This is an optimization exercise on Yosys and OpenROAD, whose aim is small area, a short achievable clock period and few clock cycles per item, not a production implementation. At most, simulation tests tie the RTL to the original design; equivalence was not proved. For runs 1 and 2, only the layout was checked, not whether the RTL still works. Power figures rest on the tool's default switching activity, not on a simulated workload.

==> design.v <==
`default_nettype none
module mbps_pattern_store #(
  parameter int unsigned PatternMax = 32,
  parameter int unsigned IdxW       = 5,
  parameter int unsigned ByteW      = 8
) (
  input  wire                         clk_i,
  input  wire                         load_write_i,
  input  wire [IdxW-1:0]              load_idx_i,
  input  wire [ByteW-1:0]             load_data_i,
  input  wire                         load_wild_i,
  output logic [PatternMax*ByteW-1:0] pat_o,
  output logic [PatternMax-1:0]       wild_o
);
  always_ff @(posedge clk_i) begin
    for (int unsigned k = 0; k < PatternMax; k++) begin
      if (load_write_i && load_idx_i == IdxW'(k)) begin
        pat_o[k*ByteW +: ByteW] <= load_data_i;
        wild_o[k]               <= load_wild_i;
      end
    end
  end
endmodule
`default_nettype wire
`default_nettype none
module mbps_window_match #(
  parameter int unsigned PatternMax = 32,
  parameter int unsigned IdxW       = 5,
  parameter int unsigned ByteW      = 8
) (
  input  wire                         clk_i,
  input  wire                         shift_i,
  input  wire [IdxW:0]                len_i,
  input  wire [ByteW-1:0]             data_i,
  input  wire [PatternMax*ByteW-1:0]  pat_i,
  input  wire [PatternMax-1:0]        wild_i,
  output logic                        match_o
);
  logic [PatternMax*ByteW-1:0] win_q;
  logic [PatternMax-1:0]       tap_ok;
  logic [PatternMax-1:0]       take_new, take_up;
  logic                        keep;
  always_comb begin
    keep = !shift_i;
    for (int unsigned j = 0; j < PatternMax; j++) begin
      take_new[j] = shift_i && (j == PatternMax - 1 || (IdxW + 1)'(j + 1) >= len_i);
      take_up[j]  = shift_i && !(j == PatternMax - 1 || (IdxW + 1)'(j + 1) >= len_i);
    end
  end
  logic [(PatternMax+1)*ByteW-1:0] up_row;
  assign up_row = {{ByteW{1'b0}}, win_q};
  for (genvar j = 0; j < PatternMax; j++) begin : g_pos
    mbps_window_byte #(
      .ByteW (ByteW)
    ) u_byte (
      .clk_i      (clk_i),
      .keep_i     (keep),
      .take_new_i (take_new[j]),
      .take_up_i  (take_up[j]),
      .new_i      (data_i),
      .up_i       (up_row[(j+1)*ByteW +: ByteW]),
      .q_o        (win_q[j*ByteW +: ByteW])
    );
  end
  always_comb begin
    for (int unsigned j = 0; j < PatternMax; j++) begin
      tap_ok[j] = ((IdxW + 1)'(j) >= len_i) || wild_i[j] ||
                  (pat_i[j*ByteW +: ByteW] == win_q[j*ByteW +: ByteW]);
    end
    match_o = &tap_ok;
  end
endmodule
`default_nettype wire
`default_nettype none
module mbps_window_byte #(
  parameter int unsigned ByteW = 8
) (
  input  wire              clk_i,
  input  wire              keep_i,
  input  wire              take_new_i,
  input  wire              take_up_i,
  input  wire [ByteW-1:0]  new_i,
  input  wire [ByteW-1:0]  up_i,
  output logic [ByteW-1:0] q_o
);
  always_ff @(posedge clk_i) begin
    q_o <= ({ByteW{keep_i}}     & q_o) |
           ({ByteW{take_new_i}} & new_i) |
           ({ByteW{take_up_i}}  & up_i);
  end
endmodule
`default_nettype wire
`default_nettype none
module masked_byte_pattern_search (
  input  wire          clk_i,
  input  wire          rst_ni,
  input  wire          cfg_we_i,
  input  wire [5:0]    cfg_pattern_length_i,
  input  wire          in_valid_i,
  output logic         in_ready_o,
  input  wire          mode_i,
  input  wire [4:0]    element_index_i,
  input  wire [7:0]    byte_value_i,
  input  wire          wildcard_req_i,
  input  wire          last_byte_i,
  output logic         out_valid_o,
  input  wire          out_ready_i,
  output logic         found_o,
  output logic [15:0]  match_offset_o
);
  localparam int unsigned PatternMax = 32;
  localparam int unsigned IdxW       = 5;
  localparam int unsigned ByteW      = 8;
  localparam int unsigned CountW     = 16;
  localparam logic        ModeScan   = 1'b1;
  logic [5:0]        len_q;
  logic              busy_q;
  logic              in_valid_q, b_scan_q, b_last_q;
  logic              closed_q;    
  logic              rep_q;       
  logic              en_q;        
  logic [CountW-1:0] off_q;       
  logic              out_valid_q, found_q;
  logic              accept, apply, exec, scan, match, hit;
  logic              taken_q, fresh_q, match_q, match_use;
  logic              ld_go_q, ld_wild_q;
  logic [IdxW-1:0]   ld_idx_q;
  logic [ByteW-1:0]  ld_data_q;
  logic              rep_cur, en_cur, sat;
  logic [CountW-1:0] off_cur;
  logic [CountW:0]   off_inc;
  logic [CountW-1:0] sat_val;
  logic [PatternMax*ByteW-1:0] pat_row;
  logic [PatternMax-1:0]       wild_row;
  always_ff @(posedge clk_i or negedge rst_ni) begin
    if (!rst_ni) begin
      len_q <= 6'd1;
    end else if (cfg_we_i) begin
      if (cfg_pattern_length_i[5]) begin
        len_q <= 6'(PatternMax);
      end else if (cfg_pattern_length_i[4:0] == '0) begin
        len_q <= 6'd1;
      end else begin
        len_q <= cfg_pattern_length_i;
      end
    end
  end
  assign exec       = in_valid_q && (!out_valid_q || out_ready_i);
  assign in_ready_o = !busy_q || out_ready_i;
  assign accept     = in_valid_i && in_ready_o;
  assign apply      = in_valid_i && !taken_q;
  assign scan       = exec && (b_scan_q == ModeScan);
  always_ff @(posedge clk_i or negedge rst_ni) begin
    if (!rst_ni) begin
      in_valid_q <= 1'b0;
    end else begin
      in_valid_q <= in_valid_d;
    end
  end
  always_ff @(posedge clk_i) begin
    if (accept) begin
      b_scan_q <= mode_i;
      b_last_q <= last_byte_i;
    end
  end
  mbps_pattern_store #(
    .PatternMax (PatternMax),
    .IdxW       (IdxW),
    .ByteW      (ByteW)
  ) u_store (
    .clk_i        (clk_i),
    .load_write_i (ld_go_q),
    .load_idx_i   (ld_idx_q),
    .load_data_i  (ld_data_q),
    .load_wild_i  (ld_wild_q),
    .pat_o        (pat_row),
    .wild_o       (wild_row)
  );
  mbps_window_match #(
    .PatternMax (PatternMax),
    .IdxW       (IdxW),
    .ByteW      (ByteW)
  ) u_window (
    .clk_i   (clk_i),
    .shift_i (apply && (mode_i == ModeScan)),
    .len_i   (len_q),
    .data_i  (byte_value_i),
    .pat_i   (pat_row),
    .wild_i  (wild_row),
    .match_o (match)
  );
  always_ff @(posedge clk_i or negedge rst_ni) begin
    if (!rst_ni) begin
      ld_go_q <= 1'b0;
    end else begin
      ld_go_q <= apply && (mode_i != ModeScan);
    end
  end
  always_ff @(posedge clk_i) begin
    ld_idx_q  <= element_index_i;
    ld_data_q <= byte_value_i;
    ld_wild_q <= wildcard_req_i;
  end
  always_ff @(posedge clk_i or negedge rst_ni) begin
    if (!rst_ni) begin
      taken_q <= 1'b0;
      fresh_q <= 1'b0;
    end else begin
      taken_q <= in_valid_i && !in_ready_o;
      fresh_q <= accept;
    end
  end
  always_ff @(posedge clk_i) begin
    if (fresh_q) begin
      match_q <= match;
    end
  end
  assign match_use = fresh_q ? match : match_q;
  always_comb begin
    sat_val = ~{10'd0, len_q};
    off_inc = {1'b0, off_q} + (CountW + 1)'(1);
    sat     = en_q && (off_q == sat_val);
    if (closed_q) begin
      rep_cur = 1'b0;
      en_cur  = (len_q == 6'd1);
      off_cur = CountW'(1) - CountW'(len_q);
    end else begin
      rep_cur = rep_q;
      en_cur  = en_q || off_inc[CountW];
      off_cur = (rep_q || sat) ? off_q : off_inc[CountW-1:0];
    end
    hit = !rep_cur && en_cur && match_use;
  end
  logic in_valid_d, out_valid_d;
  assign in_valid_d  = in_ready_o ? in_valid_i : in_valid_q;
  assign out_valid_d = exec ? (scan && (hit || (b_last_q && !rep_cur)))
                            : (out_valid_q && !out_ready_i);
  always_ff @(posedge clk_i or negedge rst_ni) begin
    if (!rst_ni) begin
      busy_q <= 1'b0;
    end else begin
      busy_q <= in_valid_d && out_valid_d;
    end
  end
  always_ff @(posedge clk_i or negedge rst_ni) begin
    if (!rst_ni) begin
      closed_q    <= 1'b1;
      out_valid_q <= 1'b0;
    end else begin
      if (scan) begin
        closed_q <= b_last_q;
      end
      out_valid_q <= out_valid_d;
    end
  end
  always_ff @(posedge clk_i) begin
    if (scan) begin
      rep_q   <= rep_cur || hit;
      en_q    <= en_cur;
      off_q   <= (b_last_q && !rep_cur && !hit) ? '0 : off_cur;
      found_q <= hit;
    end
  end
  assign out_valid_o    = out_valid_q;
  assign found_o        = found_q;
  assign match_offset_o = off_q;
endmodule
`default_nettype wire
==> flow/run.sh <==
#!/bin/bash
# Layout: the standard flow (standard.sh, unchanged synthesis) with two changes:
# the port buffers start as plain buffers (buf_4) rather than the resizer's default pick,
# and the out_ready_i / in_ready_o pins, joined by the only port-to-port path, are placed
# next to each other. The whole make output goes to flow_make.log in this folder.
set -euo pipefail
bash standard.sh \
  "BUFFER_PORTS_ARGS=-buffer_cell sky130_fd_sc_hd__buf_4" \
  "PLACE_PINS_ARGS=-group_pins {out_ready_i in_ready_o}" \
  finish > flow_make.log 2>&1
==> standard.sh <==
#!/bin/bash
# synth_recipe.tcl (not shown) runs the flow's synth.tcl, then flattens the netlist and writes it again
# the make line also repeats each setting of config.mk as NAME=value (left out here)
make -C /OpenROAD-flow-scripts/flow DESIGN_CONFIG=/design/flow/config.mk WORK_HOME=/design/flow/orfs CLKGATE_MAP_FILE= SYNTH_SCRIPT=/design/flow/synth_recipe.tcl "${@:-finish}"
==> config.mk <==
export PLATFORM = sky130hd
export DESIGN_NAME = masked_byte_pattern_search
export DESIGN_NICKNAME = masked_byte_pattern_search
export VERILOG_FILES = /design/flow/design.v
export SDC_FILE = /design/flow/constraint.sdc
export NUM_CORES = 4
export LEC_CHECK = 0
export CAP_MARGIN = 20
export CORE_MARGIN = 2
export CORE_UTILIZATION = 40
export CTS_CLUSTER_DIAMETER = 100
export CTS_CLUSTER_SIZE = 30
export SETUP_SLACK_MARGIN = 3.9
export SLEW_MARGIN = 20
export SYNTH_HIERARCHICAL = 1
==> constraint.sdc <==
create_clock -name core_clock -period 7.0 [get_ports {clk_i}]
set_input_delay 1.4000 -clock core_clock [delete_from_list [all_inputs] [get_ports {clk_i}]]
set_output_delay 1.4000 -clock core_clock [all_outputs]
set_load 0.01 [all_outputs]
==> flow_metrics.tcl, run 1 <==
set metrics [dict create \
    grt_pass1_vias 15500 \
    crit_type "reg2reg" \
    path_buf_inv 2 \
    ys_ff_latch 593 \
    maxSlewViolCount 0 \
    cp_max_fo 8 \
    layout_common_cells "edfxtp_1 (309), dfxtp_1 (271), inv_1 (266)" \
    rows 89 \
    wl_um 68700 \
    cap_violations 0 \
    htreeDepth 1 \
    overflow 0 \
    crit_path_start_kind "flop" \
    ir_drop_v 0.000164 \
    p_clk_share_pct 22.7 \
    cts.sinks 593 \
    hp-class "reg2reg" \
    cp-end-kind "flop" \
    layout-drive-gt1-share_pct 12.7 \
    crit_required_ps 7360 \
    ys.flop_type "edfxtp_1" \
    drt_iter0_drc 2845 \
    gp_congestion 0.850 \
    tightest_slew_ps 1030 \
    fmax_mhz 302 \
    start_util_pct 40.7 \
    fin_crit_ps 3310 \
    fin_nets 1938 \
    syn_avg_cell_area_um2 12.7 \
    ant_nets 0 \
    wl_met1_um 28800 \
    path_clk_slew_ps 120 \
    final_hold_viol_count 0 \
    clock_latency_ps 610 \
    status "complete, no violations" \
    dieWidth_um 249 \
    ys_warn_count 10 \
    final-setup-viol-count 0 \
    crit_slowest_cell "dfrtp_2" \
    synth-edff-count 309 \
    slew-limit-headroom_pct 31.2 \
    critPathArrivalTime_ps 3660 \
    area_delta_synth_final_pct 9.66 \
    fp.coreArea_mm2 0.0592 \
    synth_area_mm2 0.0241 \
    grt_setup_unrepaired "yes" \
    syn-instance-count 1894 \
    synthArstFlopShare_pct 2.19 \
    dp.final_hpwl_um 43000 \
    wl_per_cell_um 25.5 \
    swShare_pct 29.0 \
    ys_types 59 \
    max_stage_delay_ps 440 \
    routed-wl-met2_um 32400 \
    cts_buffer_depth 3 \
    p_int_mw 5.31 \
    die_y_um 249 \
    ys_seq_area_share_pct 62.4 \
    via_count 16300 \
    place_ws_ps 2860 \
    drc_errors 0 \
    ctsHoldBuffers 0 \
    grt_start_max_net_pins 158 \
    p_comb_share_pct 16.8 \
    track_usage_pct 21.4 \
    antenna_found_initial 0 \
    power.density_mw_per_mm2 283 \
    finalWorstSetupSlack_ps 3690 \
    top_layer_used "met4" \
    crit_family "simple AND/OR/NAND/NOR gates" \
    power.switching_mw 2.17 \
    min_period_over_period_pct 47.2 \
    dieArea_mm2 0.0622 \
    grt_pass1_wl_um 102000 \
    p_leak_nw 10.5 \
    crit_chain "buf_6 -> buf_4 -> or2_2 -> a21oi_2 -> a211oi_1 -> nor4_1 -> nand4_1 -> nor4_4 -> mux2i_2 -> a22o_4 -> o211a_4" \
    drt-pass1-iter-count 11 \
    final_common_cell "edfxtp_1" \
    io_pins 46 \
    vias_per_cell 6.06 \
    p_seq_share_pct 60.5 \
    root_buffer "clkbuf_16" \
    skew_ps 33.3 \
    route.met3.wl_um 6380 \
    cts_tree "built" \
    n_antenna_cell 0 \
    numCtsBuffers 23 \
    port_buffers 45 \
    holdWs_ps 471 \
    totalNegativeSetupSlack_ps 0 \
]
[path summary, 6_finish.rpt]
check | startpoint | end | slack (ps) | cells past startpoint
setup / recovery | len_q[3] | off_q[1] | 3690 | 11
hold / removal | taken_q | ld_go_q | 470 | 1
setup reg to reg | len_q[3] | off_q[1] | 3690 | 11
hold reg to reg | taken_q | ld_go_q | 470 | 1
max in group asynchronous | rst_ni | len_q[0] | 6110 | 1
min in group asynchronous | rst_ni | len_q[3] | 630 | 1
[metal layers]
metal / global-route usage (%) / vias up
met5: 0 / -
met4: 4.41 / 0
met3: 2.65 / 68
met2: 34.9 / 821
met1: 30.7 / 8323
li1: - / 7125
[synthesized netlist by cell type (6+ instances only)]
cell      instances  area [µm²]
inv_1           267        1000
buf_2             6        30.0
clkbuf_1         20        75.1
buf_6            33         372
nand4_1          13        81.3
and2_1           24         150
clkbuf_2         64         320
edfxtp_1        309        9280
nor3_1           17        85.1
o21ai_0           6        30.0
nor4_1           67         419
nor2_1           80         300
o21a_1            7        52.6
nand2_1          14        52.6
xnor2_1          29         254
nand3_1           6        30.0
dfrtp_1          11         275
a222oi_1        256        2560
a31oi_1           9        56.3
a21oi_1          21         105
a211oi_1         31         233
xor2_1          248        2170
nand2b_1          9        56.3
dfxtp_1         271        5430
[layout make-up]
class	instances	area, µm²
tap	773	967
sequential	593	15000
multi-input combinational	918	7820
clock buffer	39	656
timing repair buffer	106	913
inverter	267	1020
clock inverter	2	13.8
fill	5343	32800
[power by group through the flow]
stage          clock (mW)  combinational, mW  sequential (mW)
3_3_place_gp            0               1.10             4.58
3_5_place_dp            0               1.13             4.59
2_1_floorplan           0              0.877             4.41
5_1_grt              1.84               1.38             4.56
4_1_cts              1.72               1.22             4.51
6_report             1.70               1.26             4.52
[per-stage QoR]
step / std cells / util, % / cell area, µm² / power, mW
floorplan: 1902 / - / 24100 / 5.29
global placement: 2616 / 41.9 / 24800 / 5.68
detailed placement: 2617 / 41.9 / 24800 / 5.72
CTS: 2691 / 44.2 / 26200 / 7.45
global route: 2698 / 44.6 / 26400 / 7.78
finish: 2698 / 44.6 / 26400 / 7.48
[registers in the layout, indices dropped and copies added (netlist names), 5 cells and up]
name / cells
ld_data_q: 8
ld_idx_q: 5
len_q: 6
off_q: 16
u_store.pat_o: 256
u_store.wild_o: 32
u_window.g_pos.u_byte.q_o: 256
[cells by family after synthesis]
group | count (synthesis) | synth area share (%)
muxes | 6 | 0.270
buffers and inverters | 393 | 7.51
other | 1 | 0.0156
and+or+nand+nor | 274 | 6.32
adders and majority gates | 2 | 0.104
xor gates and xnor gates | 277 | 10.1
AOI/OAI and AO/OA | 348 | 13.3
DFF | 593 | 62.4
[worst reg2reg max path, delay by kind of cell (launching register included)]
| kind | cells | cell delay [ps] |
|---|---|---|
| mux | 1 | 150 |
| compound gates | 4 | 920 |
| simple gates | 4 | 1260 |
| buf+inv | 2 | 280 |
| flops | 1 | 440 |
[repair_timing]
| item | CTS | global route |
|---|---|---|
| pin swaps | 22 | 16 |
| gates cloned | 3 | 0 |
| setup endpoints to repair | 173 | 146 |
| resized for setup | 86 | 38 |
| setup buffers | 30 | 7 |
==> run 2, diff against run 1 <==
--- a/design.v
+++ b/design.v
@@ -19,55 +19,6 @@
         wild_o[k]               <= load_wild_i;
       end
     end
-  end
-endmodule
-`default_nettype wire
-`default_nettype none
-module mbps_window_match #(
-  parameter int unsigned PatternMax = 32,
-  parameter int unsigned IdxW       = 5,
-  parameter int unsigned ByteW      = 8
-) (
-  input  wire                         clk_i,
-  input  wire                         shift_i,
-  input  wire [IdxW:0]                len_i,
-  input  wire [ByteW-1:0]             data_i,
-  input  wire [PatternMax*ByteW-1:0]  pat_i,
-  input  wire [PatternMax-1:0]        wild_i,
-  output logic                        match_o
-);
-  logic [PatternMax*ByteW-1:0] win_q;
-  logic [PatternMax-1:0]       tap_ok;
-  logic [PatternMax-1:0]       take_new, take_up;
-  logic                        keep;
-  always_comb begin
-    keep = !shift_i;
-    for (int unsigned j = 0; j < PatternMax; j++) begin
-      take_new[j] = shift_i && (j == PatternMax - 1 || (IdxW + 1)'(j + 1) >= len_i);
-      take_up[j]  = shift_i && !(j == PatternMax - 1 || (IdxW + 1)'(j + 1) >= len_i);
-    end
-  end
-  logic [(PatternMax+1)*ByteW-1:0] up_row;
-  assign up_row = {{ByteW{1'b0}}, win_q};
-  for (genvar j = 0; j < PatternMax; j++) begin : g_pos
-    mbps_window_byte #(
-      .ByteW (ByteW)
-    ) u_byte (
-      .clk_i      (clk_i),
-      .keep_i     (keep),
-      .take_new_i (take_new[j]),
-      .take_up_i  (take_up[j]),
-      .new_i      (data_i),
-      .up_i       (up_row[(j+1)*ByteW +: ByteW]),
-      .q_o        (win_q[j*ByteW +: ByteW])
-    );
-  end
-  always_comb begin
-    for (int unsigned j = 0; j < PatternMax; j++) begin
-      tap_ok[j] = ((IdxW + 1)'(j) >= len_i) || wild_i[j] ||
-                  (pat_i[j*ByteW +: ByteW] == win_q[j*ByteW +: ByteW]);
-    end
-    match_o = &tap_ok;
   end
 endmodule
 `default_nettype wire
@@ -176,19 +127,39 @@
     .pat_o        (pat_row),
     .wild_o       (wild_row)
   );
-  mbps_window_match #(
-    .PatternMax (PatternMax),
-    .IdxW       (IdxW),
-    .ByteW      (ByteW)
-  ) u_window (
-    .clk_i   (clk_i),
-    .shift_i (apply && (mode_i == ModeScan)),
-    .len_i   (len_q),
-    .data_i  (byte_value_i),
-    .pat_i   (pat_row),
-    .wild_i  (wild_row),
-    .match_o (match)
-  );
+  logic [PatternMax*ByteW-1:0]     win_q;
+  logic [(PatternMax+1)*ByteW-1:0] up_row;
+  logic [PatternMax-1:0]           take_new, take_up, tap_ok;
+  logic                            shift, keep;
+  assign shift  = apply && (mode_i == ModeScan);
+  assign up_row = {{ByteW{1'b0}}, win_q};
+  always_comb begin
+    keep = !shift;
+    for (int unsigned j = 0; j < PatternMax; j++) begin
+      take_new[j] = shift && (j == PatternMax - 1 || 6'(j + 1) >= len_q);
+      take_up[j]  = shift && !(j == PatternMax - 1 || 6'(j + 1) >= len_q);
+    end
+  end
+  for (genvar j = 0; j < PatternMax; j++) begin : g_pos
+    mbps_window_byte #(
+      .ByteW (ByteW)
+    ) u_byte (
+      .clk_i      (clk_i),
+      .keep_i     (keep),
+      .take_new_i (take_new[j]),
+      .take_up_i  (take_up[j]),
+      .new_i      (byte_value_i),
+      .up_i       (up_row[(j+1)*ByteW +: ByteW]),
+      .q_o        (win_q[j*ByteW +: ByteW])
+    );
+  end
+  always_comb begin
+    for (int unsigned j = 0; j < PatternMax; j++) begin
+      tap_ok[j] = (6'(j) >= len_q) || wild_row[j] ||
+                  (pat_row[j*ByteW +: ByteW] == win_q[j*ByteW +: ByteW]);
+    end
+    match = &tap_ok;
+  end
   always_ff @(posedge clk_i or negedge rst_ni) begin
     if (!rst_ni) begin
       ld_go_q <= 1'b0;
==> run.sh (new file) <==
#!/bin/bash
# synth_recipe.tcl (not shown) runs the flow's synth.tcl, then flattens the netlist and writes it again
# the make line also repeats each setting of config.mk as NAME=value (left out here)
make -C /OpenROAD-flow-scripts/flow DESIGN_CONFIG=/design/flow/config.mk WORK_HOME=/design/flow/orfs CLKGATE_MAP_FILE= SYNTH_SCRIPT=/design/flow/synth_recipe.tcl finish
removed: flow/run.sh
removed: standard.sh
==> flow_metrics.tcl, run 2 <==
set metrics [dict create \
    path_clk_slew_ps 120 \
    syn-instance-count 1915 \
    via_count 16500 \
    crit_required_ps 7460 \
    power.switching_mw 2.21 \
    crit_path_frequent_cell "or4_4" \
    cp-end-kind "flop" \
    maxSlewViolCount 0 \
    crit_path_start_kind "flop" \
    grt_pass1_vias 15700 \
    p_comb_share_pct 17.3 \
    start_util_pct 40.3 \
    clock_latency_ps 610 \
    grt_start_max_net_pins 107 \
    p_leak_nw 10.7 \
    wl_um 71000 \
    synthArstFlopShare_pct 2.19 \
    ff2ff_setup_slack_ps 3680 \
    synth_area_mm2 0.0242 \
    fin_nets 1979 \
    post-synth-top-count-cell "edfxtp_1" \
    die_y_um 250 \
    ys_ff_latch 593 \
    totalNegativeSetupSlack_ps 0 \
    slew-limit-headroom_pct 22.3 \
    hp-class "reg2reg" \
    swShare_pct 29.1 \
    skew_ps 34.7 \
    synth-edff-count 309 \
    grt_setup_unrepaired "yes" \
    overflow 0 \
    postLayoutCoreUtil_pct 44.6 \
    grt_pass1_wl_um 103000 \
    layout_common_cells "edfxtp_1 (309), dfxtp_1 (271), inv_1 (263)" \
    ys.flop_type "edfxtp_1" \
    synth_common_cells "edfxtp_1 (309), dfxtp_1 (271), inv_1 (265)" \
    ir_drop_v 0.000238 \
    final_hold_viol_count 0 \
    port_buffers 45 \
    rows 90 \
    ys_types 62 \
    cts_buffer_depth 3 \
    reg2regPathDepth 9 \
    path_depth 9 \
    place_ws_ps 2480 \
    min_period_over_period_pct 47.5 \
    cts.sinks 593 \
    fp.coreArea_mm2 0.0601 \
    numCtsBuffers 24 \
    cap_violations 0 \
    top_regs "g_pos.u_byte.q_o: 256 flops, u_store.pat_o: 256 flops, u_store.wild_o: 32 flops" \
    crit_slowest_cell "or4_4" \
    crit_family "simple AND/OR/NAND/NOR gates" \
    fin_crit_ps 3320 \
    status "complete, no violations" \
    ys_seq_area_share_pct 62.0 \
    max_stage_delay_ps 590 \
    yosys.area.top_type "edfxtp_1" \
    drt_iter0_drc 3180 \
    power.density_mw_per_mm2 283 \
    io_pins 46 \
    cts_tree "built" \
    dieArea_mm2 0.0626 \
    layout-drive-gt1-share_pct 10.4 \
    wl_per_cell_um 25.8 \
    root_buffer "clkbuf_16" \
    critPathArrivalTime_ps 3780 \
    drt-pass1-iter-count 15 \
    final_common_cell "edfxtp_1" \
    crit_chain "or2_4 -> a31oi_2 -> a211oi_1 -> or4_4 -> or4_4 -> o31ai_4 -> buf_6 -> a21oi_4 -> nor2_2" \
    cp_max_fo 11 \
    area_delta_synth_final_pct 10.7 \
    p_seq_share_pct 59.7 \
    p_int_mw 5.38 \
    tightest_slew_ps 1170 \
    antenna_found_initial 2 \
    crit_type "reg2reg" \
    gp_congestion 0.826 \
    synth_area_leaders "edfxtp_1 (38%), dfxtp_1 (22%), a222oi_1 (11%), xor2_1 (7.3%), inv_1 (4.1%)" \
    finalWorstSetupSlack_ps 3680 \
    synth_top_area_share_pct 38.3 \
    whs_path_depth 1 \
    ys_warn_count 9 \
    p_clk_share_pct 23.0 \
    drc_errors 0 \
    path_buf_inv 1 \
    track_usage_pct 21.7 \
    n_antenna_cell 0 \
    ant_nets 0 \
    dp.final_hpwl_um 42100 \
    htreeDepth 1 \
    fmax_mhz 301 \
    dieWidth_um 250 \
    syn_avg_cell_area_um2 12.7 \
    final-setup-viol-count 0 \
    vias_per_cell 5.99 \
]
## run 2: logic make-up (layout without fill, tap and decap cells)
family	after synthesis	in the layout	synth area share, %
xor+xnor	278	278	10.0
compound gates	359	360	13.6
mux	5	5	0.222
other cells	1	9	0.0155
fa+ha+maj	4	4	0.207
flops	593	593	62.0
simple gates	282	282	6.34
buf+inv	393	435	7.52
## run 2: layout make-up
class	instances	area [µm²]
clock buffers	38	653
inverters	265	1000
repair buffers	126	1330
flip-flops and latches	593	15000
clock inverters	6	62.6
fillers	5451	33300
well taps	782	978
multi-input cells	938	7770
## run 2: through the flow
| stage | area, µm² | hold WS [ps] | instances | total power, mW |
|---|---|---|---|---|
| floorplan | 24300 | 396 | 1923 | 5.33 |
| global placement | 25100 | 435 | 2648 | 5.71 |
| detailed placement | 25100 | 414 | 2648 | 5.77 |
| CTS | 26600 | 458 | 2735 | 7.57 |
| global route | 26800 | 533 | 2748 | 7.87 |
| finish | 26800 | 497 | 2748 | 7.58 |
## run 2: final timing paths
kind / start / endpoint
setup / recovery: len_q[0] / off_q[11]
hold / removal: taken_q / ld_go_q
setup reg to reg: len_q[0] / off_q[11]
hold reg to reg: taken_q / ld_go_q
max in group asynchronous: rst_ni / len_q[1]
min in group asynchronous: rst_ni / taken_q
## run 2: what timing repair did
action	in CTS	in global routing
setup buffers	36	12
pin swaps	32	19
gates resized for setup	82	27
setup endpoints to repair	277	164
hold buffers	0	0
cloned	7	1
## run 2: power groups by stage
stage / sequential [mW] / clock [mW] / combinational [mW]
after floorplan: 4.42 / 0 / 0.912
after detailed placement: 4.60 / 0 / 1.17
after global placement: 4.59 / 0 / 1.12
after global routing: 4.56 / 1.88 / 1.42
final: 4.53 / 1.74 / 1.31
after CTS: 4.52 / 1.77 / 1.28
## run 2: per-layer routing
metal  track usage [%]  part of all wire, %  vias up
met5                 0                0.017        -
met1              28.7                   40     8291
li1                  -                    -     7248
met3              3.29                  8.5      111
met4              5.46                  2.3        2
met2              37.3                   49      816
==> run 3, diff against run 2 <==
--- a/design.v
+++ b/design.v
@@ -23,21 +23,17 @@
 endmodule
 `default_nettype wire
 `default_nettype none
-module mbps_window_byte #(
-  parameter int unsigned ByteW = 8
-) (
-  input  wire              clk_i,
-  input  wire              keep_i,
-  input  wire              take_new_i,
-  input  wire              take_up_i,
-  input  wire [ByteW-1:0]  new_i,
-  input  wire [ByteW-1:0]  up_i,
-  output logic [ByteW-1:0] q_o
+module mbps_window_bit (
+  input  wire  clk_i,
+  input  wire  keep_i,
+  input  wire  take_new_i,
+  input  wire  take_up_i,
+  input  wire  new_i,
+  input  wire  up_i,
+  output logic q_o
 );
   always_ff @(posedge clk_i) begin
-    q_o <= ({ByteW{keep_i}}     & q_o) |
-           ({ByteW{take_new_i}} & new_i) |
-           ({ByteW{take_up_i}}  & up_i);
+    q_o <= (keep_i & q_o) | (take_new_i & new_i) | (take_up_i & up_i);
   end
 endmodule
 `default_nettype wire
@@ -141,17 +137,17 @@
     end
   end
   for (genvar j = 0; j < PatternMax; j++) begin : g_pos
-    mbps_window_byte #(
-      .ByteW (ByteW)
-    ) u_byte (
-      .clk_i      (clk_i),
-      .keep_i     (keep),
-      .take_new_i (take_new[j]),
-      .take_up_i  (take_up[j]),
-      .new_i      (byte_value_i),
-      .up_i       (up_row[(j+1)*ByteW +: ByteW]),
-      .q_o        (win_q[j*ByteW +: ByteW])
-    );
+    for (genvar b = 0; b < ByteW; b++) begin : g_bit
+      mbps_window_bit u_bit (
+        .clk_i      (clk_i),
+        .keep_i     (keep),
+        .take_new_i (take_new[j]),
+        .take_up_i  (take_up[j]),
+        .new_i      (byte_value_i[b]),
+        .up_i       (up_row[(j+1)*ByteW + b]),
+        .q_o        (win_q[j*ByteW + b])
+      );
+    end
   end
   always_comb begin
     for (int unsigned j = 0; j < PatternMax; j++) begin
--- a/config.mk
+++ b/config.mk
@@ -7,7 +7,7 @@
 export LEC_CHECK = 0
 export CAP_MARGIN = 20
 export CORE_MARGIN = 2
-export CORE_UTILIZATION = 40
+export CORE_UTILIZATION = 50
 export CTS_CLUSTER_DIAMETER = 100
 export CTS_CLUSTER_SIZE = 30
 export SETUP_SLACK_MARGIN = 3.9
==> flow_metrics.tcl, run 3 <==
set metrics [dict create \
    area_delta_synth_final_pct 12.1 \
    crit_type "in2out" \
    totalNegativeSetupSlack_ps 0 \
    min_period_over_period_pct 44.9 \
    path_buf_inv 2 \
    path_clk_slew_ps 120 \
    overflow 0 \
    r2r_end "off_q[10]" \
    final-setup-viol-count 0 \
    max_stage_delay_ps 140 \
    layout_common_cells "edfxtp_1 (309), inv_1 (267), dfxtp_1 (267)" \
    synth-edff-count 309 \
    ys.flop_type "edfxtp_1" \
    clock_latency_ps 590 \
    skew_ps 19.3 \
    dieArea_mm2 0.0485 \
    antenna_found_initial 1 \
    hold_end "ld_go_q" \
    synthMuxAreaShare_pct 0.139 \
    gp_congestion 0.862 \
    synth_compound_area_share_pct 14.0 \
    cts_buffer_depth 3 \
    wl_um 68500 \
    tightest_slew_ps 1220 \
    postLayoutCoreUtil_pct 56.5 \
    reg2regPathDepth 9 \
    drt-pass1-iter-count 10 \
    fin_crit_ps 3140 \
    ant_nets 0 \
    p_leak_nw 10.5 \
    synth_adder_area_share_pct 0.214 \
    fp.coreArea_mm2 0.0464 \
    status "complete, no violations" \
    layout-drive-gt1-share_pct 9.76 \
    ys_types 54 \
    drc_errors 0 \
    synth_top_family_by_area "compound AO/OA/AOI/OAI gates" \
    ys_seq_area_share_pct 64.3 \
    cp-end-kind "output port" \
    track_usage_pct 27.9 \
    fmax_mhz 318 \
    dp.final_hpwl_um 42900 \
    cp_max_fo 2 \
    crit_path_start_kind "input port" \
    critPathArrivalTime_ps 1740 \
    syn-instance-count 1800 \
    grt_pass1_wl_um 100000 \
    grt_pass1_vias 15400 \
    final_hold_viol_count 0 \
    port_buffers 45 \
    fin_cells 2535 \
    crit_family "buffers and inverters" \
    post-synth-top-count-cell "edfxtp_1" \
    ys_warn_count 9 \
    maxSlewViolCount 0 \
    grt_start_max_net_pins 119 \
    synthSimpleGateAreaFrac_pct 5.96 \
    synth_area_mm2 0.0234 \
    root_buffer "clkbuf_16" \
    hp-class "reg2reg" \
    wl_per_cell_um 27.0 \
    fin_nets 1944 \
    whs_path_depth 1 \
    syn_avg_cell_area_um2 13.0 \
    ir_drop_v 0.000214 \
    regToRegStartpoint "len_q[0]" \
    grt_setup_unrepaired "yes" \
    hp-start "taken_q" \
    dp.cells 2458 \
    crit_slowest_cell "nand2b_4" \
    yosys.area.top_type "edfxtp_1" \
    crit_chain "clkbuf_2 -> nand2b_4 -> buf_6" \
    cts_tree "built" \
    synthArstFlopShare_pct 2.19 \
    power.density_mw_per_mm2 280 \
    die_y_um 220 \
    crit_required_ps 5600 \
    start_util_pct 50.4 \
    cap_violations 0 \
    synth_top_area_share_pct 39.7 \
    top_regs "g_pos.g_bit.u_bit.q_o: 256 flops, u_store.pat_o: 256 flops, u_store.wild_o: 32 flops" \
    io_pins 46 \
    ys_ff_latch 593 \
    numCtsBuffers 23 \
    drt_iter0_drc 2905 \
    rows 79 \
    slew-limit-headroom_pct 18.5 \
    ff2ff_setup_slack_ps 3910 \
    synth_xor_area_share_pct 10.4 \
    dieWidth_um 220 \
    synth_area_leaders "edfxtp_1 (40%), dfxtp_1 (23%), a222oi_1 (11%), xor2_1 (9.3%), inv_1 (4.3%)" \
    synth_common_cells "edfxtp_1 (309), dfxtp_1 (271), inv_1 (269)" \
    final_common_cell "edfxtp_1" \
    vias_per_cell 6.40 \
    cts.sinks 593 \
    startpoint "out_ready_i" \
    via_count 16200 \
    htreeDepth 1 \
]
==> run 3: power breakdown <==
part | internal (mW) | total, mW | switching, mW | leakage [nW]
logic | 0.543 | 1.15 | 0.610 | 5.00
registers | 4.03 | 4.48 | 0.454 | 5.22
clock network | 0.652 | 1.69 | 1.04 | 0.316
==> run 3: through the flow <==
step | power [mW] | setup slack [ps] | hold slack, ps | area, µm²
floorplan | 5.13 | 3920 | 398 | 23500
detailed placement | 5.59 | 2660 | 473 | 24700
CTS | 7.28 | 3690 | 479 | 25800
global route | 7.62 | 3840 | 491 | 26200
finish | 7.32 | 3860 | 485 | 26200
global placement | 5.56 | 2780 | 470 | 24700
==> run 3: layout make-up <==
type / count / area (µm²)
inverters: 269 / 1020
fillers: 3816 / 20200
clock inverters: 1 / 5.00
diodes: 1 / 2.50
repair inverters: 1 / 7.51
multi-input cells: 924 / 7750
flip-flops and latches: 593 / 15000
clock buffers: 38 / 653
repair buffers: 101 / 963
well taps: 607 / 759
==> run 3: layer usage <==
metal / part of all wire [%] / track usage, % / vias up
met5: 0 / 0 / -
met4: 2.4 / 7.65 / 0
met3: 8.0 / 3.23 / 107
met2: 48 / 46.7 / 816
met1: 41 / 38.8 / 8178
li1: - / - / 7117
==> run 3: kinds of logic (layout without fill, tap and decap cells) <==
kind of cell             count (synthesis)  after routing
AO/OA/AOI/OAI                          359            360
XOR/XNOR                               278            278
adder cells (fa/ha/maj)                  4              4
buffers and inverters                  299            410
flip-flops                             593            593
multiplexers                             3              3
other                                    1             17
AND/OR/NAND/NOR                        263            263
==> run 3: per-module statistics from Yosys (local to each module, per instance), excerpt <==
module                      cell area (µm²)  copies in the design  flip-flops and latches
masked_byte_pattern_search             5810                     1                      49
mbps_window_bit                        33.8                   256                       1
==> run 3: worst max-delay path by stage <==
stage	slack (ps)	to	cells past startpoint
6_report	3860	in_ready_o	3
5_1_grt	3840	in_ready_o	3
4_1_cts	3690	in_ready_o	3
3_5_place_dp	2660	g_pos[10].g_bit[1].u_bit.q_o	7
3_3_place_gp	2780	g_pos[10].g_bit[2].u_bit.q_o	7
2_1_floorplan	3920	off_q[0]	12
==> run 3: what timing repair did <==
item / in CTS / in global routing
gates resized for setup: 80 / 50
hold buffers: 0 / 0
pin swaps: 13 / 12
buffers inserted: 12 / 21
gates cloned: 2 / 2
setup endpoints to repair: 272 / 148
Testbench counts of run 3, summed over its fixed seeds: cycles 35,837, items 35,633.
==> run 4, diff against run 3 <==
--- a/config.mk
+++ b/config.mk
@@ -7,7 +7,7 @@
 export LEC_CHECK = 0
 export CAP_MARGIN = 20
 export CORE_MARGIN = 2
-export CORE_UTILIZATION = 50
+export CORE_UTILIZATION = 40
 export CTS_CLUSTER_DIAMETER = 100
 export CTS_CLUSTER_SIZE = 30
 export SETUP_SLACK_MARGIN = 3.9
==> flow_metrics.tcl, run 4 <==
set metrics [dict create \
    hp-class "reg2reg" \
    max_stage_delay_ps 130 \
    drt-pass1-iter-count 10 \
    fp.coreArea_mm2 0.0577 \
    tightest_slew_ps 1110 \
    fin_crit_ps 3140 \
    regToRegStartpoint "len_q[1]" \
    power.switching_mw 2.10 \
    post-synth-top-count-cell "edfxtp_1" \
    ff2ff_setup_slack_ps 3950 \
    crit_chain "buf_6 -> nand2b_4 -> buf_6" \
    synth_area_mm2 0.0234 \
    synth_top_area_share_pct 39.7 \
    cts_tree "built" \
    hp-start "taken_q" \
    dieWidth_um 246 \
    swShare_pct 28.4 \
    htreeDepth 1 \
    ys.flop_type "edfxtp_1" \
    port_buffers 45 \
    totalNegativeSetupSlack_ps 0 \
    top_regs "g_pos.g_bit.u_bit.q_o: 256 flops, u_store.pat_o: 256 flops, u_store.wild_o: 32 flops" \
    drc_errors 0 \
    ys_warn_count 9 \
    cp-end-kind "output port" \
    reg2regPathDepth 9 \
    fmax_mhz 318 \
    die_y_um 246 \
    ys_types 54 \
    power.density_mw_per_mm2 279 \
    layout_common_cells "edfxtp_1 (309), dfxtp_1 (271), inv_1 (268)" \
    drt_iter0_drc 3037 \
    synthArstFlopShare_pct 2.19 \
    path_clk_slew_ps 110 \
    area_delta_synth_final_pct 13.6 \
    cts.sinks 593 \
    crit_path_frequent_cell "buf_6" \
    p_int_mw 5.29 \
    antenna_found_initial 0 \
    grt_start_max_net_pins 95 \
    cp_max_fo 2 \
    synth_common_cells "edfxtp_1 (309), dfxtp_1 (271), inv_1 (269)" \
    maxSlewViolCount 0 \
    cts_buffer_depth 3 \
    p_leak_nw 10.7 \
    via_count 16200 \
    ir_drop_v 0.000149 \
    multi_input_area_mm2 0.00772 \
    stdcell_area_mm2 0.0266 \
    crit_type "in2out" \
    hold_end "ld_go_q" \
    grt_setup_unrepaired "yes" \
    p_comb_share_pct 15.6 \
    fin_nets 1956 \
    r2r_end "off_q[14]" \
    wl_um 67600 \
    gp_congestion 0.823 \
    postLayoutCoreUtil_pct 46.0 \
    status "complete, no violations" \
    grt_pass1_wl_um 97900 \
    numCtsBuffers 24 \
    overflow 0 \
    crit_required_ps 5600 \
    n_antenna_cell 0 \
    final-setup-viol-count 0 \
    vias_per_cell 5.98 \
    final_hold_viol_count 0 \
    ys_ff_latch 593 \
    dp.final_hpwl_um 41600 \
    min_period_over_period_pct 44.9 \
    io_pins 46 \
    grt_pass1_vias 15400 \
    finalWorstSetupSlack_ps 3860 \
    postPlaceCellArea_mm2 0.0249 \
    place_ws_ps 2610 \
    clock_latency_ps 590 \
    dieArea_mm2 0.0604 \
    whs_path_depth 1 \
    syn-instance-count 1800 \
    fillers 5208 \
    wl_per_cell_um 25.0 \
    track_usage_pct 21.4 \
    rows 88 \
    start_util_pct 40.5 \
    syn_avg_cell_area_um2 13.0 \
    root_buffer "clkbuf_16" \
    regArea_mm2 0.0150 \
    skew_ps 25.4 \
    p_seq_share_pct 60.4 \
    critPathArrivalTime_ps 1740 \
    ys_seq_area_share_pct 64.3 \
    synth_area_leaders "edfxtp_1 (40%), dfxtp_1 (23%), a222oi_1 (11%), xor2_1 (9.3%), inv_1 (4.3%)" \
    ant_nets 0 \
    p_clk_share_pct 24.0 \
    cap_violations 0 \
    synth-edff-count 309 \
    yosys.area.top_type "edfxtp_1" \
    crit_path_start_kind "input port" \
    layout-drive-gt1-share_pct 10.1 \
    crit_slowest_cell "nand2b_4" \
    slew-limit-headroom_pct 26.1 \
    final_common_cell "edfxtp_1" \
]
[run 4: cell count changes in the layout (fill, tap and decap cells not counted), sizes merged]
| cell | before | now |
|---|---|---|
| clkinvlp | 2 | 0 |
| clkbuf | 42 | 45 |
| diode | 1 | 0 |
| bufbuf | 0 | 1 |
| inv | 268 | 271 |
| a21oi | 25 | 26 |
| buf | 62 | 72 |
[run 4: logic make-up after synthesis]
family / after synthesis / share of synthesized area, %
other: 1 / 0.0160
and+or+nand+nor: 263 / 5.96
buffers and inverters: 299 / 4.89
AOI/OAI and AO/OA: 359 / 14.0
adders and majority gates: 4 / 0.214
xor gates and xnor gates: 278 / 10.4
DFF: 593 / 64.3
muxes: 3 / 0.139
[run 4: how the worst max path moves through the flow]
stage,startpoint,cells after the start,slack (ps),end
6_report,out_ready_i,3,3860,in_ready_o
5_1_grt,len_q[1],10,3830,out_valid_q
4_1_cts,out_ready_i,3,3850,in_ready_o
3_5_place_dp,in_valid_i,7,2610,g_pos[19].g_bit[7].u_bit.q_o
3_3_place_gp,in_valid_i,7,2720,g_pos[17].g_bit[6].u_bit.q_o
2_1_floorplan,len_q[1],12,3920,off_q[0]
[run 4: Yosys stat by module (local to each module, per instance), excerpt]
| module | times used | cells inside | flip-flops and latches |
|---|---|---|---|
| masked_byte_pattern_search | 1 | 694 | 49 |
| mbps_window_bit | 256 | 3 | 1 |
[run 4: per-stage QoR]
| stage | power, mW | hold WS (ps) | instances |
|---|---|---|---|
| after detailed placement | 5.58 | 410 | 2617 |
| final | 7.40 | 423 | 2708 |
| after global routing | 7.71 | 449 | 2708 |
| after CTS | 7.35 | 420 | 2674 |
| after floorplan | 5.13 | 398 | 1815 |
| after global placement | 5.54 | 420 | 2617 |
[run 4: metal layers]
layer | GRT usage, % | vias to the layer above | share of wire, %
li1 | - | 7127 | -
met1 | 28.0 | 8105 | 40
met2 | 37.5 | 842 | 49
met3 | 2.10 | 120 | 7.5
met4 | 6.35 | 0 | 2.9
met5 | 0 | - | 0
[run 4: layout make-up]
class	count	area share, %
sequential	593	56.6
multi-input combinational	925	29.1
timing repair buffer	112	4.03
inverter	269	3.80
tap	765	3.60
clock buffer	41	2.70
clock inverter	3	0.137
[run 4: power by group through the flow]
stage	Combinational, mW	Clock [mW]	Sequential, mW
after floorplan	0.761	0	4.37
after global placement	1.01	0	4.53
after detailed placement	1.04	0	4.54
after CTS	1.08	1.81	4.46
after global routing	1.27	1.93	4.51
final	1.16	1.77	4.47
[run 4: what timing repair did]
action / 4_1_cts / 5_1_grt
hold buffers: 0 / 0
endpoints found under the setup margin: 217 / 208
resized for setup: 62 / 55
cloned: 2 / 5
pin swaps: 9 / 23
buffers inserted: 11 / 29
[run 4: critical path: cells and delay by family]
family / cells / cell delay, ps
simple gates: 1 / 130
buf+inv: 2 / 210
==> run 5, diff against run 4 <==
--- a/config.mk
+++ b/config.mk
@@ -7,9 +7,10 @@
 export LEC_CHECK = 0
 export CAP_MARGIN = 20
 export CORE_MARGIN = 2
-export CORE_UTILIZATION = 40
+export CORE_UTILIZATION = 50
 export CTS_CLUSTER_DIAMETER = 100
 export CTS_CLUSTER_SIZE = 30
-export SETUP_SLACK_MARGIN = 3.9
+export SETUP_SLACK_MARGIN = 3.86
 export SLEW_MARGIN = 20
 export SYNTH_HIERARCHICAL = 1
+export TNS_END_PERCENT = 20
==> flow_metrics.tcl, run 5 <==
set metrics [dict create \
    status "complete, no violations" \
    drc_errors 0 \
    layout_common_cells "edfxtp_1 (309), inv_1 (267), dfxtp_1 (263)" \
    rows 79 \
    wl_per_cell_um 26.8 \
    crit_required_ps 5600 \
    overflow 0 \
    synth-edff-count 309 \
    maxSlewViolCount 0 \
    hp-class "reg2reg" \
    ys.flop_type "edfxtp_1" \
    cts.sinks 593 \
    port_buffers 45 \
    root_buffer "clkbuf_16" \
    n_antenna_cell 0 \
    vias_per_cell 6.30 \
    start_util_pct 50.4 \
    postPlaceCellArea_mm2 0.0246 \
    die_y_um 220 \
    skew_ps 18.0 \
    area_delta_synth_final_pct 11.0 \
    htreeDepth 1 \
    synthArstFlopShare_pct 2.19 \
    min_period_over_period_pct 45.0 \
    grt_pass1_vias 15100 \
    drt_iter0_drc 2662 \
    ys_seq_area_share_pct 64.3 \
    fmax_mhz 318 \
    grt_pass1_wl_um 101000 \
    synth_area_mm2 0.0234 \
    dp.cells 2455 \
    ff2ff_setup_slack_ps 3880 \
    dieArea_mm2 0.0485 \
    gp_congestion 0.846 \
    cp-end-kind "output port" \
    top_regs "g_pos.g_bit.u_bit.q_o: 256 flops, u_store.pat_o: 256 flops, u_store.wild_o: 32 flops" \
    stdcell_area_mm2 0.0259 \
    fp.coreArea_mm2 0.0464 \
    yosys.area.top_type "edfxtp_1" \
    synth_top_area_share_pct 39.7 \
    via_count 15900 \
    p_leak_nw 10.5 \
    track_usage_pct 28.0 \
    final-setup-viol-count 0 \
    ys_ff_latch 593 \
    fin_cells 2531 \
    dieWidth_um 220 \
    layout-drive-gt1-share_pct 8.16 \
    cts_buffer_depth 3 \
    post-synth-top-count-cell "edfxtp_1" \
    fin_nets 1939 \
    slew-limit-headroom_pct 21.6 \
    cp_max_fo 2 \
    crit_type "in2out" \
    final_hold_viol_count 0 \
    grt_setup_unrepaired "yes" \
    cap_violations 0 \
    crit_path_start_kind "input port" \
    place_ws_ps 2230 \
    cts_tree "built" \
    postLayoutCoreUtil_pct 56.0 \
    ant_nets 0 \
    drt-pass1-iter-count 14 \
    totalNegativeSetupSlack_ps 0 \
    clock_latency_ps 590 \
    synth_common_cells "edfxtp_1 (309), dfxtp_1 (271), inv_1 (269)" \
    path_clk_slew_ps 120 \
    antenna_found_initial 2 \
    dp.final_hpwl_um 41100 \
    ys_warn_count 9 \
    fin_crit_ps 3150 \
    wl_um 67900 \
    numCtsBuffers 23 \
    syn_avg_cell_area_um2 13.0 \
    critPathArrivalTime_ps 1750 \
    power.density_mw_per_mm2 280 \
    syn-instance-count 1800 \
    finalWorstSetupSlack_ps 3850 \
    final_common_cell "edfxtp_1" \
    io_pins 46 \
    synth_area_leaders "edfxtp_1 (40%), dfxtp_1 (23%), a222oi_1 (11%), xor2_1 (9.3%), inv_1 (4.3%)" \
    grt_start_max_net_pins 78 \
    ir_drop_v 0.000215 \
    ctsHoldBuffers 0 \
    ys_types 54 \
    tightest_slew_ps 1180 \
]
## run 5: cell counts after synthesis
Identical to the previous run, type by type.
## run 5: metal layers
metal	share of wire, %	GRT usage [%]
met1	42	39.4
met2	48	46.4
met3	7.9	3.56
met4	2.3	6.58
met5	0.018	0
## run 5: cell type report
type,instances,area [µm²]
fill,3887,20400
sequential,593,15100
multi-input combinational,924,7520
inverter,269,1010
timing repair buffer,97,943
tap,607,759
clock buffer,40,639
clock inverter,1,8.76
## run 5: final timing paths
path,startpoint,end,cells after the start
setup / recovery,out_ready_i,in_ready_o,3
hold / removal,taken_q,ld_go_q,1
setup reg to reg,len_q[5],off_q[5],11
hold reg to reg,taken_q,ld_go_q,1
max in group asynchronous,rst_ni,len_q[3],1
min in group asynchronous,rst_ni,ld_go_q,1
## run 5: worst max-delay path, stage by stage
cell and delay (ps):
buf_6 90, nand2b_4 140, buf_6 120
## run 5: cells by family after synthesis
kind of cell	Yosys count	synth area share, %
multiplexers	3	0.139
other	1	0.0160
adder cells (fa/ha/maj)	4	0.214
AO/OA/AOI/OAI	359	14.0
flip-flops	593	64.3
XOR/XNOR	278	10.4
AND/OR/NAND/NOR	263	5.96
buffers and inverters	299	4.89
## run 5: report_power, final
part           switching, mW  internal [mW]
registers              0.471           4.03
clock network           1.03          0.635
logic                  0.566          0.528
total                   2.07           5.19
## run 5: per-module statistics from Yosys, one instance, submodules excluded, excerpt
| module | flip-flops and latches | cells inside | copies in the design |
|---|---|---|---|
| mbps_window_bit | 1 | 3 | 256 |
| masked_byte_pattern_search | 49 | 694 | 1 |
## run 5: through the flow
stage | power [mW] | hold WS, ps
final | 7.26 | 492
after global routing | 7.57 | 506
after CTS | 7.26 | 495
after detailed placement | 5.58 | 484
after global placement | 5.55 | 466
after floorplan | 5.13 | 398
## run 5: timing repair
action / in CTS / in global routing
gates resized for setup: 68 / 18
buffers inserted: 28 / 3
setup endpoints to repair: 222 / 114
pin swaps: 8 / 14
gates cloned: 3 / 1
==> run 6, diff against run 5 <==
--- a/design.v
+++ b/design.v
@@ -79,6 +79,7 @@
   logic [CountW-1:0] sat_val;
   logic [PatternMax*ByteW-1:0] pat_row;
   logic [PatternMax-1:0]       wild_row;
+  logic              in_valid_d, out_valid_d;
   always_ff @(posedge clk_i or negedge rst_ni) begin
     if (!rst_ni) begin
       len_q <= 6'd1;
@@ -198,7 +199,6 @@
     end
     hit = !rep_cur && en_cur && match_use;
   end
-  logic in_valid_d, out_valid_d;
   assign in_valid_d  = in_ready_o ? in_valid_i : in_valid_q;
   assign out_valid_d = exec ? (scan && (hit || (b_last_q && !rep_cur)))
                             : (out_valid_q && !out_ready_i);
--- a/config.mk
+++ b/config.mk
@@ -10,7 +10,6 @@
 export CORE_UTILIZATION = 50
 export CTS_CLUSTER_DIAMETER = 100
 export CTS_CLUSTER_SIZE = 30
-export SETUP_SLACK_MARGIN = 3.86
+export SETUP_SLACK_MARGIN = 3.9
 export SLEW_MARGIN = 20
 export SYNTH_HIERARCHICAL = 1
-export TNS_END_PERCENT = 20
==> flow_metrics.tcl, run 6 <==
set metrics [dict create \
    status "complete, no violations" \
    htreeDepth 1 \
    track_usage_pct 27.9 \
    grt_start_max_net_pins 119 \
    crit_chain "clkbuf_2 -> nand2b_4 -> buf_6" \
    hp-class "reg2reg" \
    ys.flop_type "edfxtp_1" \
    clock_latency_ps 590 \
    ys_warn_count 9 \
    r2r_end "off_q[10]" \
    layout-drive-gt1-share_pct 9.76 \
    cts.sinks 593 \
    die_y_um 220 \
    fin_cells 2535 \
    ys_types 54 \
    synth_xor_area_share_pct 10.4 \
    yosys.area.top_type "edfxtp_1" \
    final_hold_viol_count 0 \
    drc_errors 0 \
    gp_congestion 0.862 \
    p_leak_nw 10.5 \
    synth-edff-count 309 \
    fmax_mhz 318 \
    synth_area_leaders "edfxtp_1 (40%), dfxtp_1 (23%), a222oi_1 (11%), xor2_1 (9.3%), inv_1 (4.3%)" \
    crit_type "in2out" \
    start_util_pct 50.4 \
    fillers 3816 \
    postPlaceCellArea_mm2 0.0247 \
    rows 79 \
    port_buffers 45 \
    syn-instance-count 1800 \
    path_depth 3 \
    vias_per_cell 6.40 \
    path_buf_inv 2 \
    min_period_over_period_pct 44.9 \
    dp.final_hpwl_um 42900 \
    synth_top_family_by_area "compound AO/OA/AOI/OAI gates" \
    final-setup-viol-count 0 \
    reg2regPathDepth 9 \
    ys_seq_area_share_pct 64.3 \
    hold_end "ld_go_q" \
    via_count 16200 \
    crit_slowest_cell "nand2b_4" \
    synth_adder_area_share_pct 0.214 \
    max_stage_delay_ps 140 \
    cts_tree "built" \
    grt_pass1_vias 15400 \
    root_buffer "clkbuf_16" \
    dieWidth_um 220 \
    synthArstFlopShare_pct 2.19 \
    top_regs "g_pos.g_bit.u_bit.q_o: 256 flops, u_store.pat_o: 256 flops, u_store.wild_o: 32 flops" \
    dieArea_mm2 0.0485 \
    grt_pass1_wl_um 100000 \
    ir_drop_v 0.000214 \
    layout_common_cells "edfxtp_1 (309), inv_1 (267), dfxtp_1 (267)" \
    fin_crit_ps 3140 \
    crit_required_ps 5600 \
    tightest_slew_ps 1220 \
    post-synth-top-count-cell "edfxtp_1" \
    cts_buffer_depth 3 \
    synthSimpleGateAreaFrac_pct 5.96 \
    holdWs_ps 485 \
    dp.cells 2458 \
    power.density_mw_per_mm2 280 \
    whs_path_depth 1 \
    overflow 0 \
    fin_nets 1944 \
    critPathArrivalTime_ps 1740 \
    slew-limit-headroom_pct 18.5 \
    hp-start "taken_q" \
    drt_iter0_drc 2905 \
    regToRegStartpoint "len_q[0]" \
    numCtsBuffers 23 \
    cp-end-kind "output port" \
    ant_nets 0 \
    ff2ff_setup_slack_ps 3910 \
    p_total_mw 7.32 \
    area_delta_synth_final_pct 12.1 \
    crit_path_start_kind "input port" \
    stdcell_area_mm2 0.0262 \
    maxSlewViolCount 0 \
    cap_violations 0 \
    skew_ps 19.3 \
    startpoint "out_ready_i" \
    drt-pass1-iter-count 10 \
    synth_compound_area_share_pct 14.0 \
    ys_ff_latch 593 \
    synth_top_area_share_pct 39.7 \
    io_pins 46 \
    synthMuxAreaShare_pct 0.139 \
    fp.coreArea_mm2 0.0464 \
    grt_setup_unrepaired "yes" \
    syn_avg_cell_area_um2 13.0 \
    crit_family "buffers and inverters" \
    final_common_cell "edfxtp_1" \
    synth_common_cells "edfxtp_1 (309), dfxtp_1 (271), inv_1 (269)" \
    path_clk_slew_ps 120 \
    wl_per_cell_um 27.0 \
    wl_um 68500 \
    totalNegativeSetupSlack_ps 0 \
    synth_area_mm2 0.0234 \
    cp_max_fo 2 \
    ctsHoldBuffers 0 \
    antenna_found_initial 1 \
]
==> run 6: how the worst max path moves through the flow <==
stage,to
after CTS,in_ready_o
after global placement,g_pos[10].g_bit[2].u_bit.q_o
after floorplan,off_q[0]
after detailed placement,g_pos[10].g_bit[1].u_bit.q_o
after global routing,in_ready_o
final,in_ready_o
==> run 6: logic make-up after synthesis <==
family	after synthesis
flops	593
mux	3
other cells	1
buf+inv	299
fa+ha+maj	4
simple gates	263
compound gates	359
xor+xnor	278
==> run 6: power breakdown <==
part	internal [mW]	switching (mW)	total (mW)
Sequential	4.03	0.454	4.48
Combinational	0.543	0.610	1.15
Clock	0.652	1.04	1.69
==> run 6: per-stage QoR <==
step                      setup slack [ps]  utilization [%]
after detailed placement              2660             53.2
after global placement                2780             53.2
after CTS                             3690             55.6
final                                 3860             56.5
after global routing                  3840             56.5
after floorplan                       3920                -
==> run 6: cell type report <==
type / instances / area, µm² / share of cell area (%)
antenna: 1 / 2.50 / 0.00955
clock buffer: 38 / 653 / 2.49
clock inverter: 1 / 5.00 / 0.0191
inverter: 269 / 1020 / 3.89
multi-input combinational: 924 / 7750 / 29.6
sequential: 593 / 15000 / 57.4
tap: 607 / 759 / 2.90
timing repair buffer: 101 / 963 / 3.68
timing repair inverter: 1 / 7.51 / 0.0286
==> run 6: timing repair <==
action / 4_1_cts / 5_1_grt
buffers inserted: 12 / 21
gates resized for setup: 80 / 50
pin swaps: 13 / 12
setup endpoints to repair: 272 / 148
cloned: 2 / 2
==> run 6: modules after synthesis, one instance, submodules excluded, a selection <==
module                      cells  cell area [µm²]  flops+latches
masked_byte_pattern_search    694             5810             49
mbps_window_bit                 3             33.8              1
==> run 6: routing by layer <==
metal / part of all wire (%) / track usage (%) / routed length (µm)
met5: 0 / 0 / 0
met4: 2.4 / 7.65 / 1650
met3: 8.0 / 3.23 / 5500
met2: 48 / 46.7 / 33000
met1: 41 / 38.8 / 28300
Testbench counts of run 6, summed over its fixed seeds: cycles 35,837, items 35,633.
==> run 7, diff against run 6 <==
--- a/design.v
+++ b/design.v
@@ -79,7 +79,6 @@
   logic [CountW-1:0] sat_val;
   logic [PatternMax*ByteW-1:0] pat_row;
   logic [PatternMax-1:0]       wild_row;
-  logic              in_valid_d, out_valid_d;
   always_ff @(posedge clk_i or negedge rst_ni) begin
     if (!rst_ni) begin
       len_q <= 6'd1;
@@ -199,6 +198,7 @@
     end
     hit = !rep_cur && en_cur && match_use;
   end
+  logic in_valid_d, out_valid_d;
   assign in_valid_d  = in_ready_o ? in_valid_i : in_valid_q;
   assign out_valid_d = exec ? (scan && (hit || (b_last_q && !rep_cur)))
                             : (out_valid_q && !out_ready_i);
==> flow/run.sh (new file) <==
#!/bin/bash
# Layout: the standard flow (standard.sh, with its unchanged synthesis) with two
# changes: the port buffers start as the smallest plain buffer (buf_1) instead of the
# resizer's default pick, and the out_ready_i / in_ready_o pins, joined by the only
# port-to-port path, are placed next to each other. Timing repair resizes the buffers
# that need it. The whole make output goes to flow_make.log in this folder.
set -euo pipefail
bash standard.sh \
  "BUFFER_PORTS_ARGS=-buffer_cell sky130_fd_sc_hd__buf_1" \
  "PLACE_PINS_ARGS=-group_pins {out_ready_i in_ready_o}" \
  finish > flow_make.log 2>&1
==> standard.sh (new file) <==
#!/bin/bash
# synth_recipe.tcl (not shown) runs the flow's synth.tcl, then flattens the netlist and writes it again
# the make line also repeats each setting of config.mk as NAME=value (left out here)
make -C /OpenROAD-flow-scripts/flow DESIGN_CONFIG=/design/flow/config.mk WORK_HOME=/design/flow/orfs CLKGATE_MAP_FILE= SYNTH_SCRIPT=/design/flow/synth_recipe.tcl "${@:-finish}"
removed: run.sh
==> flow_metrics.tcl, run 7 <==
set metrics [dict create \
    grt_pass1_vias 15000 \
    fmax_mhz 318 \
    area_delta_synth_final_pct 9.49 \
    hp-class "reg2reg" \
    port_buffers 45 \
    regToRegStartpoint "len_q[0]" \
    max_stage_delay_ps 130 \
    n_antenna_cell 0 \
    io_pins 46 \
    track_usage_pct 27.3 \
    p_leak_nw 10.3 \
    ys.flop_type "edfxtp_1" \
    wl_um 66500 \
    final-setup-viol-count 0 \
    stdcell_area_mm2 0.0256 \
    critPathArrivalTime_ps 1740 \
    dieArea_mm2 0.0485 \
    p_total_mw 7.23 \
    wl_per_cell_um 26.4 \
    postPlaceCellArea_mm2 0.0245 \
    yosys.area.top_type "edfxtp_1" \
    power.switching_mw 2.07 \
    top_regs "g_pos.g_bit.u_bit.q_o: 256 flops, u_store.pat_o: 256 flops, u_store.wild_o: 32 flops" \
    crit_path_start_kind "input port" \
    path_clk_slew_ps 120 \
    p_seq_share_pct 62.3 \
    fp.coreArea_mm2 0.0464 \
    drt_iter0_drc 2977 \
    fin_cells 2518 \
    drt-pass1-iter-count 14 \
    synthArstFlopShare_pct 2.19 \
    numCtsBuffers 23 \
    antenna_found_initial 2 \
    vias_per_cell 6.36 \
    fin_nets 1926 \
    grt_pass1_wl_um 97800 \
    hp-start "taken_q" \
    status "complete, no violations" \
    synth_area_mm2 0.0234 \
    cts.sinks 593 \
    fin_crit_ps 3140 \
    post-synth-top-count-cell "edfxtp_1" \
    rows 79 \
    ys_types 54 \
    slew-limit-headroom_pct 27.0 \
    cts_tree "built" \
    overflow 0 \
    dp.final_hpwl_um 42000 \
    swShare_pct 28.6 \
    crit_type "in2out" \
    layout-drive-gt1-share_pct 7.74 \
    p_comb_share_pct 14.7 \
    ys_ff_latch 593 \
    crit_path_frequent_cell "buf_6" \
    synth_area_leaders "edfxtp_1 (40%), dfxtp_1 (23%), a222oi_1 (11%), xor2_1 (9.3%), inv_1 (4.3%)" \
    ys_seq_area_share_pct 64.3 \
    fillers 3873 \
    crit_slowest_cell "nand2b_4" \
    cp_max_fo 2 \
    layout_common_cells "edfxtp_1 (309), inv_1 (268), dfxtp_1 (263)" \
    min_period_over_period_pct 44.9 \
    synth_common_cells "edfxtp_1 (309), dfxtp_1 (271), inv_1 (269)" \
    start_util_pct 50.4 \
    via_count 16000 \
    gp_congestion 0.880 \
    startpoint "out_ready_i" \
    die_y_um 220 \
    dieWidth_um 220 \
    power.density_mw_per_mm2 283 \
    ys_warn_count 9 \
    totalNegativeSetupSlack_ps 0 \
    cp-end-kind "output port" \
    maxSlewViolCount 0 \
    p_int_mw 5.16 \
    syn-instance-count 1800 \
    grt_setup_unrepaired "yes" \
    synth_top_area_share_pct 39.7 \
    final_hold_viol_count 0 \
    ir_drop_v 0.000178 \
    crit_chain "buf_6 -> nand2b_4 -> buf_6" \
    crit_required_ps 5600 \
    syn_avg_cell_area_um2 13.0 \
    cts_buffer_depth 3 \
    ant_nets 0 \
    skew_ps 30.6 \
    dp.cells 2461 \
    root_buffer "clkbuf_16" \
    final_common_cell "edfxtp_1" \
    cap_violations 0 \
    p_clk_share_pct 23.0 \
    tightest_slew_ps 1090 \
    htreeDepth 1 \
    synth-edff-count 309 \
    drc_errors 0 \
    grt_start_max_net_pins 230 \
    clock_latency_ps 590 \
]
[run 7: cell types whose count changed in the layout (fill, tap and decap cells not counted), moves of 7 or more]
cell / change
buf_1: +35
clkdlybuf4s50_1: -35
a211oi_1: +11
a211oi_2: -11
a21oi_1: +8
buf_2: -8
buf_4: -7
clkbuf_2: +7
[run 7: kinds of logic after synthesis]
| group | synth area share (%) |
|---|---|
| AOI/OAI and AO/OA | 14.0 |
| xor gates and xnor gates | 10.4 |
| adders and majority gates | 0.214 |
| buffers and inverters | 4.89 |
| DFF | 64.3 |
| muxes | 0.139 |
| other | 0.0160 |
| and+or+nand+nor | 5.96 |
[run 7: repair_timing]
action,in CTS,in global routing
pin swaps,5,10
buffers inserted,4,10
endpoints found under the setup margin,45,87
cloned,0,1
resized for setup,32,36
hold buffers,0,0
[run 7: through the flow]
step	setup WS [ps]	hold slack [ps]	util, %
after global routing	3790	530	55.2
final	3860	522	55.2
after global placement	2890	472	52.7
after detailed placement	2850	489	52.8
after CTS	3870	508	54.6
after floorplan	3920	398	-
[run 7: modules after synthesis (local to each module, per instance), excerpt]
| module | cells | times used |
|---|---|---|
| masked_byte_pattern_search | 694 | 1 |
| mbps_window_bit | 3 | 256 |
[run 7: critical path: cells and delay by family]
family                 cells  cell delay (ps)
AND/OR/NAND/NOR            1              130
buffers and inverters      2              210
[run 7: routing by layer]
layer	vias up	GRT usage, %	part of all wire (%)
met5	-	0	0.018
met2	798	43.7	47
met4	2	8.08	2.8
li1	7081	-	-
met1	8027	38.5	41
met3	104	4.23	9.1
[run 7: layout make-up]
cell class,count,area [µm²],area share [%]
flip-flops and latches,593,15100,58.9
multi-input cells,924,7570,29.6
inverters,269,1010,3.95
well taps,607,759,2.97
clock buffers,40,639,2.50
repair buffers,84,534,2.09
clock inverters,1,8.76,0.0342
[run 7: worst paths after layout]
| kind | endpoint | slack [ps] | cells past startpoint |
|---|---|---|---|
| max | in_ready_o | 3860 | 3 |
| min | ld_go_q | 520 | 1 |
| max reg2reg | off_q[14] | 3950 | 8 |
| min reg2reg | ld_go_q | 520 | 1 |
| max in group asynchronous | len_q[3] | 5470 | 1 |
| min in group asynchronous | taken_q | 890 | 1 |
[run 7: power groups by stage]
stage	clock network (mW)	registers [mW]	logic, mW
2_1_floorplan	0	4.37	0.761
3_3_place_gp	0	4.57	0.965
6_report	1.66	4.50	1.06
3_5_place_dp	0	4.58	0.990
4_1_cts	1.69	4.50	1.02
5_1_grt	1.81	4.54	1.18
Testbench counts of run 7, summed over its fixed seeds: cycles 35,837, items 35,633.

-- what the ideal ports hide --
No port has a modelled driver above. Below, the same layouts with a new extraction and two added sets of constraints.
Step 1 sets driving cells, clkbuf_16 on the clock port and buf_2 on the other inputs (assumed; they add their load-dependent delay and slew).
Step 2, shift: input delay + t, output delay - t, t = (earliest + latest rising clock arrival at the registers) / 2. This alone moves slack from input paths to output paths.
a / b / c = ideal ports / drivers / drivers and shift; a / b = the first two.
run	shift t [ns]	setup slack, ns	worst setup path at the end	latest minus earliest clock arrival (ns)	slew at the worst register clock pin (ns)
run 1	0.651	3.693 / 3.693 / 3.420	input to register	0.034 / 0.034	0.12 / 0.12
run 2	0.656	3.678 / 3.678 / 3.214	input to register	0.034 / 0.034	0.12 / 0.12
run 3	0.631	3.856 / 3.836 / 3.410	input to register	0.021 / 0.020	0.12 / 0.12
run 4	0.627	3.859 / 3.825 / 3.395	input to register	0.026 / 0.025	0.12 / 0.12
run 5	0.641	3.852 / 3.821 / 3.275	input to register	0.020 / 0.020	0.12 / 0.12
run 6	0.631	3.856 / 3.836 / 3.410	input to register	0.021 / 0.020	0.12 / 0.12
run 7	0.630	3.859 / 3.827 / 3.299	input to register	0.032 / 0.032	0.12 / 0.12
After both steps setup and hold are still met in every run listed. The setup slack of run 5, which loses most, moves by -0.031 ns with the drivers and by -0.577 ns with both steps.
